Context: an optimization exercise on an open-source flow, tuned for small area. The choices shown serve that exercise and are no tape-out recipe.
The RTL was checked by simulation tests, not by an equivalence proof against the original design.
Power figures rest on the tool's default switching activity, not on a simulated workload.

## ethernet_mac
module ethernet_mac
(
    input  logic         clk,
    input  logic         rst_n,
    input  logic [31:0]  tx_data,
    input  logic [6:0]   tx_len,
    input  logic         tx_req,
    output logic         tx_ack,
    output logic [31:0]  rx_data,
    output logic [6:0]   rx_len,
    output logic         rx_last,
    output logic         rx_req,
    input  logic         rx_ack,
    output logic [7:0]   gmii_tx_d,
    output logic         gmii_tx_en,
    input  logic [7:0]   gmii_rx_d,
    input  logic         gmii_rx_dv,
    input  logic         gmii_rx_er,
    output logic [31:0]  tx_frame_count,
    output logic [31:0]  rx_drop_count
);
    logic         store_wr_en;
    logic         store_start;
    logic [1:0]   store_lane;
    logic         store_commit;
    logic [6:0]   store_commit_len;
    logic         store_busy;
    tx_framer u_tx_framer (
        .clk            (clk),
        .rst_n          (rst_n),
        .tx_data        (tx_data),
        .tx_len         (tx_len),
        .tx_req         (tx_req),
        .tx_ack         (tx_ack),
        .gmii_tx_d      (gmii_tx_d),
        .gmii_tx_en     (gmii_tx_en),
        .tx_frame_count (tx_frame_count)
    );
    rx_parser u_rx_parser (
        .clk              (clk),
        .rst_n            (rst_n),
  ...
export LEC_CHECK = 0
export CAP_MARGIN = 20
export CORE_MARGIN = 2
export CORE_UTILIZATION = 60
export PLACE_DENSITY = 0.7
export SLEW_MARGIN = 20
create_clock -name core_clock -period 8.0 [get_ports {clk}]
standard.sh (not shown) runs the stock make flow with config.mk's settings and CLKGATE_MAP_FILE= SYNTH_SCRIPT=/design/flow/synth_recipe.tcl, a recipe that flattens the netlist after the stock synthesis.
==> flow/flow/run.sh <==
#!/bin/bash
# Standard layout with three changes:
#  - technology mapping with an area-oriented abc script (flow/abc_map.script)
#    in place of ORFS's abc_speed.script; the rest of the synthesis is unchanged
#  - ports buffered with the smallest buffer
#  - clock tree synthesis without dummy loads, with larger sink clusters
set -euo pipefail
rm -rf scripts
cp -r "$FLOW_HOME/scripts" scripts
cp flow/abc_map.script scripts/abc_speed.script
bash standard.sh \
  "SCRIPTS_DIR=$PWD/scripts" \
  "BUFFER_PORTS_ARGS=-buffer_cell sky130_fd_sc_hd__buf_1" \
  "CTS_ARGS=-sink_clustering_enable -repair_clock_nets -dont_use_dummy_load -buf_list sky130_fd_sc_hd__clkbuf_16 -sink_clustering_size 30 -sink_clustering_max_diameter 75" \
  finish > flow.log 2>&1
==> flow/flow/abc_map.script <==
&get -n
&st
&dc2
&dch
&nf -a -R 1000
&st
&dc2
&dch
&nf -a -R 1000
&put
topo
The baseline passed the timing, design-rule and antenna checks.
==> next run, changes <==
==> flow/flow/run.sh (replaced) <==
#!/bin/bash
# Standard layout with two changes: ports buffered with the smallest buffer,
# and clock tree synthesis without dummy loads.
set -euo pipefail
bash standard.sh \
  "BUFFER_PORTS_ARGS=-buffer_cell sky130_fd_sc_hd__buf_1" \
  "CTS_ARGS=-sink_clustering_enable -repair_clock_nets -dont_use_dummy_load -buf_list sky130_fd_sc_hd__clkbuf_16 -sink_clustering_size 36 -sink_clustering_max_diameter 60" \
  finish > flow.log 2>&1
CORE_UTILIZATION = 40   (was 60)
PLACE_DENSITY = default   (was 0.7)
removed: flow/flow/abc_map.script
Wire length increases by 11%. Power increases by 12%. Worst setup slack improved by 0.057 ns. Design area increases by about 5%. Clock-buffer cell count increases by 34.


ethernet_mac again, from the RTL that the note above started with.
Settings: LEC_CHECK=0, CAP_MARGIN=20, CORE_MARGIN=2, CORE_UTILIZATION=60, GPL_TIMING_DRIVEN=0, PLACE_DENSITY=0.7, SLEW_MARGIN=20; clock period 8.0 ns.
==> flow/flow/run.sh <==
#!/bin/bash
# Standard layout with three changes:
#  - technology mapping with an area-oriented abc script (flow/abc_map.script)
#    in place of ORFS's abc_speed.script; the rest of the synthesis is unchanged
#  - ports buffered with the smallest buffer
#  - clock tree synthesis without dummy loads, with larger sink clusters
set -euo pipefail
rm -rf scripts
cp -r "$FLOW_HOME/scripts" scripts
cp flow/abc_map.script scripts/abc_speed.script
bash standard.sh \
  "SCRIPTS_DIR=$PWD/scripts" \
  "BUFFER_PORTS_ARGS=-buffer_cell sky130_fd_sc_hd__buf_1" \
  "CTS_ARGS=-sink_clustering_enable -repair_clock_nets -dont_use_dummy_load -buf_list sky130_fd_sc_hd__clkbuf_16 -sink_clustering_size 30 -sink_clustering_max_diameter 75" \
  finish > flow.log 2>&1
==> flow/flow/abc_map.script <==
&get -n
&st
&dc2
&dch
&nf -a -R 1000
&st
&dc2
&dch
&nf -a -R 1000
&put
topo
Then changed:
==> flow/flow/run.sh (replaced) <==
#!/bin/bash
# Standard layout with two changes: ports buffered with the smallest buffer,
# and clock tree synthesis without dummy loads.
set -euo pipefail
bash standard.sh \
  "BUFFER_PORTS_ARGS=-buffer_cell sky130_fd_sc_hd__buf_1" \
  "CTS_ARGS=-sink_clustering_enable -repair_clock_nets -dont_use_dummy_load -buf_list sky130_fd_sc_hd__clkbuf_16 -sink_clustering_size 30 -sink_clustering_max_diameter 60" \
  finish > flow.log 2>&1
Settings changed: GPL_TIMING_DRIVEN 0 to default.
removed: flow/flow/abc_map.script
=> The new run went through all stages and came out clean; area after synthesis climbs by 2.5%; clock power climbs by about 4%; hold slack degrades by 33 ps; setup slack improves by 200 ps; maximum frequency climbs by 4.1%.
Then changed:
==> flow/flow/run.sh (replaced) <==
#!/bin/bash
# Standard layout with three changes:
#  - technology mapping with an area-oriented abc script (flow/abc_map.script)
#    in place of ORFS's abc_speed.script; the rest of the synthesis is unchanged
#  - ports buffered with the smallest buffer
#  - clock tree synthesis without dummy loads, with larger sink clusters
set -euo pipefail
rm -rf scripts
cp -r "$FLOW_HOME/scripts" scripts
cp flow/abc_map.script scripts/abc_speed.script
bash standard.sh \
  "SCRIPTS_DIR=$PWD/scripts" \
  "BUFFER_PORTS_ARGS=-buffer_cell sky130_fd_sc_hd__buf_1" \
  "CTS_ARGS=-sink_clustering_enable -repair_clock_nets -dont_use_dummy_load -buf_list sky130_fd_sc_hd__clkbuf_8 -sink_clustering_buffer sky130_fd_sc_hd__clkbuf_16 -sink_clustering_size 30 -sink_clustering_max_diameter 75" \
  finish > flow.log 2>&1
==> flow/flow/abc_map.script (new file) <==
&get -n
&st
&dch
&nf -a
&st
&dch
&nf -a
&put
topo
Die area came out lower slightly.
Utilization increases by 0.48 points.
Critical path depth is lower by 2.
Maximum frequency shrinks by a few percent.
Routed wire length drops slightly.
Cell area fell slightly.
Then changed:
==> flow/flow/run.sh (replaced) <==
#!/bin/bash
# Standard layout with two changes: ports buffered with the smallest buffer,
# and clock tree synthesis without dummy loads.
set -euo pipefail
bash standard.sh \
  "BUFFER_PORTS_ARGS=-buffer_cell sky130_fd_sc_hd__buf_1" \
  "CTS_ARGS=-sink_clustering_enable -repair_clock_nets -dont_use_dummy_load -buf_list sky130_fd_sc_hd__clkbuf_16 -sink_clustering_size 40 -sink_clustering_max_diameter 50" \
  finish > flow.log 2>&1
removed: flow/flow/abc_map.script
Effect:
- area after synthesis is higher by 1.9%
- combinational power rose by 14%
- total power rises by 8.9%
- via count hardly moves
- die area rises by 1.9%
- wire length goes up by 2.6%
- sequential cell count does not change
Then changed:
==> flow/flow/run.sh (replaced) <==
#!/bin/bash
# Standard layout with two changes: ports buffered with the smallest buffer,
# and clock tree synthesis without dummy loads.
set -euo pipefail
bash standard.sh \
  "BUFFER_PORTS_ARGS=-buffer_cell sky130_fd_sc_hd__buf_1" \
  "CTS_ARGS=-sink_clustering_enable -repair_clock_nets -dont_use_dummy_load -buf_list sky130_fd_sc_hd__clkbuf_16 -sink_clustering_size 30 -sink_clustering_max_diameter 60" \
  finish > flow.log 2>&1
Settings changed: CORE_UTILIZATION 60 to 40, CTS_BUF_LIST from default to sky130_fd_sc_hd__clkbuf_16, CTS_CLUSTER_DIAMETER from default to 60, CTS_CLUSTER_SIZE from default to 30, PLACE_DENSITY 0.7 to default.
What happened:
- die area climbs by about 50%
- power climbs by about 0.8%
- maximum frequency drops by about 2.2%
- count of clock-buffer cells in the layout climbs by 1
- register-to-register slack degrades by 110 ps
- final area climbs by about 1.5%


Another version of the RTL of ethernet_mac (not shown whole).
Size: ~1,200 flip-flops, ~170 I/O pins, ~0.040 sq mm of cells after synthesis.
Settings: LEC_CHECK=0, CAP_MARGIN=20, CORE_MARGIN=2, CORE_UTILIZATION=40, CTS_BUF_LIST=sky130_fd_sc_hd__clkbuf_16, CTS_CLUSTER_DIAMETER=60, CTS_CLUSTER_SIZE=30, SLEW_MARGIN=20; clock period 8.0 ns.
run.sh (not shown) runs the stock make flow with config.mk's settings and CLKGATE_MAP_FILE= SYNTH_SCRIPT=/design/flow/synth_recipe.tcl, a recipe that flattens the netlist after the stock synthesis.
Stock flow here: none of the scripts above is used.
Then changed:
==> flow/flow/run.sh (new file) <==
#!/bin/bash
# Standard layout with two changes: ports buffered with the smallest buffer,
# and clock tree synthesis without dummy loads.
set -euo pipefail
bash standard.sh \
  "BUFFER_PORTS_ARGS=-buffer_cell sky130_fd_sc_hd__buf_1" \
  "CTS_ARGS=-sink_clustering_enable -repair_clock_nets -dont_use_dummy_load -buf_list sky130_fd_sc_hd__clkbuf_16 -sink_clustering_size 30 -sink_clustering_max_diameter 60" \
  finish > flow.log 2>&1
==> flow/standard.sh (new file) <==
#!/bin/bash
# synth_recipe.tcl (not shown) runs the flow's synth.tcl, then flattens the netlist and writes it again
# the make line also repeats each setting of config.mk as NAME=value (left out here)
make -C /OpenROAD-flow-scripts/flow DESIGN_CONFIG=/design/flow/config.mk WORK_HOME=/design/flow/orfs CLKGATE_MAP_FILE= SYNTH_SCRIPT=/design/flow/synth_recipe.tcl "${@:-finish}"
removed: flow/run.sh
Effect: The changed run finished with timing, DRC and antenna clean; cell count came out lower by 1.6%; wire length came out lower by 0.37%; register-to-register slack barely changes; core utilization came out lower by 2.2 points; global-route usage fell by 0.12 points; design area came out lower by 4.7%.
Then changed:
==> flow/flow/run.sh (replaced) <==
#!/bin/bash
# Standard layout with two changes: ports buffered with the smallest buffer,
# and clock tree synthesis without dummy loads.
set -euo pipefail
bash standard.sh \
  "BUFFER_PORTS_ARGS=-buffer_cell sky130_fd_sc_hd__buf_1" \
  "CTS_ARGS=-sink_clustering_enable -repair_clock_nets -dont_use_dummy_load -buf_list sky130_fd_sc_hd__clkbuf_8 -sink_clustering_size 16 -sink_clustering_max_diameter 35" \
  finish > flow.log 2>&1
After rerunning: Routed wire length is higher by 1.2%. Power stays flat. Via count rose by 2.0%. Non-clock buffer count is lower by 1. Worst setup slack got worse by 84 ps.
Then changed:
==> flow/flow/run.sh (replaced) <==
#!/bin/bash
# Standard layout with two changes: ports buffered with the smallest buffer,
# and clock tree synthesis without dummy loads.
set -euo pipefail
bash standard.sh \
  "BUFFER_PORTS_ARGS=-buffer_cell sky130_fd_sc_hd__buf_1" \
  "CTS_ARGS=-sink_clustering_enable -repair_clock_nets -dont_use_dummy_load -buf_list sky130_fd_sc_hd__clkbuf_16 -sink_clustering_size 40 -sink_clustering_max_diameter 45" \
  finish > flow.log 2>&1
The new run finished clean.
Cell count fell slightly.
Cell area rose slightly.
Power rose by a few percent.
Area after synthesis stays the same.
Sequential share of layout area fell by 1.0 points.
Setup slack gains 40 ps.

[static timing again, ports no longer ideal]
In the flow no input, the clock included, has a driving cell. The finished layouts below were timed again as built, in two steps.
Step 1 (the two cells are an assumption about what drives the block):
set clk [get_ports {clk}]
set_driving_cell -lib_cell sky130_fd_sc_hd__clkbuf_16 $clk
set_driving_cell -lib_cell sky130_fd_sc_hd__buf_2 [delete_from_list [all_inputs] $clk]
Step 2 moves the port delays by t, midway between the first and last clock arrival at a register: inputs arrive t later, outputs are due t later. That takes back most of the time a late clock gives input paths.
a / b / c = no drivers / after step 1 / after step 2; a / b = the first two.
run | t (ns) | setup WS [ns] | hold slack, ns | worst setup path at the end | worst register clock-pin slew, ns
the first run of note 1 | 0.684 | 3.088 / 3.021 / 3.464 | 0.287 / 0.287 / 0.287 | input to register | 0.11 / 0.11
the second run of note 1 | 0.694 | 3.145 / 3.084 / 3.778 | 0.296 / 0.296 / 0.296 | register to output | 0.12 / 0.12
the first run of note 2 | 0.671 | 3.019 / 2.953 / 3.344 | 0.309 / 0.309 / 0.309 | input to register | 0.11 / 0.11
the second run of note 2 | 0.693 | 3.217 / 3.151 / 3.843 | 0.276 / 0.276 / 0.276 | register to output | 0.11 / 0.11
the third run of note 2 | 0.781 | 2.966 / 2.913 / 3.519 | 0.246 / 0.246 / 0.246 | input to register | 0.11 / 0.11
the fourth run of note 2 | 0.673 | 3.245 / 3.183 / 3.856 | 0.280 / 0.280 / 0.280 | register to output | 0.11 / 0.11
the fifth run of note 2 | 0.691 | 3.139 / 3.079 / 3.770 | 0.295 / 0.295 / 0.295 | register to output | 0.10 / 0.10
the first run of note 3 | 0.736 | 1.693 / 1.631 / 2.367 | 0.330 / 0.330 / 0.330 | register to output | 0.11 / 0.11
the second run of note 3 | 0.684 | 1.916 / 1.855 / 2.539 | 0.308 / 0.308 / 0.308 | register to output | 0.10 / 0.10
the third run of note 3 | 0.835 | 1.832 / 1.770 / 2.605 | 0.287 / 0.287 / 0.287 | register to output | 0.09 / 0.09
the fourth run of note 3 | 0.725 | 1.872 / 1.811 / 2.536 | 0.317 / 0.317 / 0.317 | register to output | 0.08 / 0.08
After both steps setup and hold are still met in every run listed.
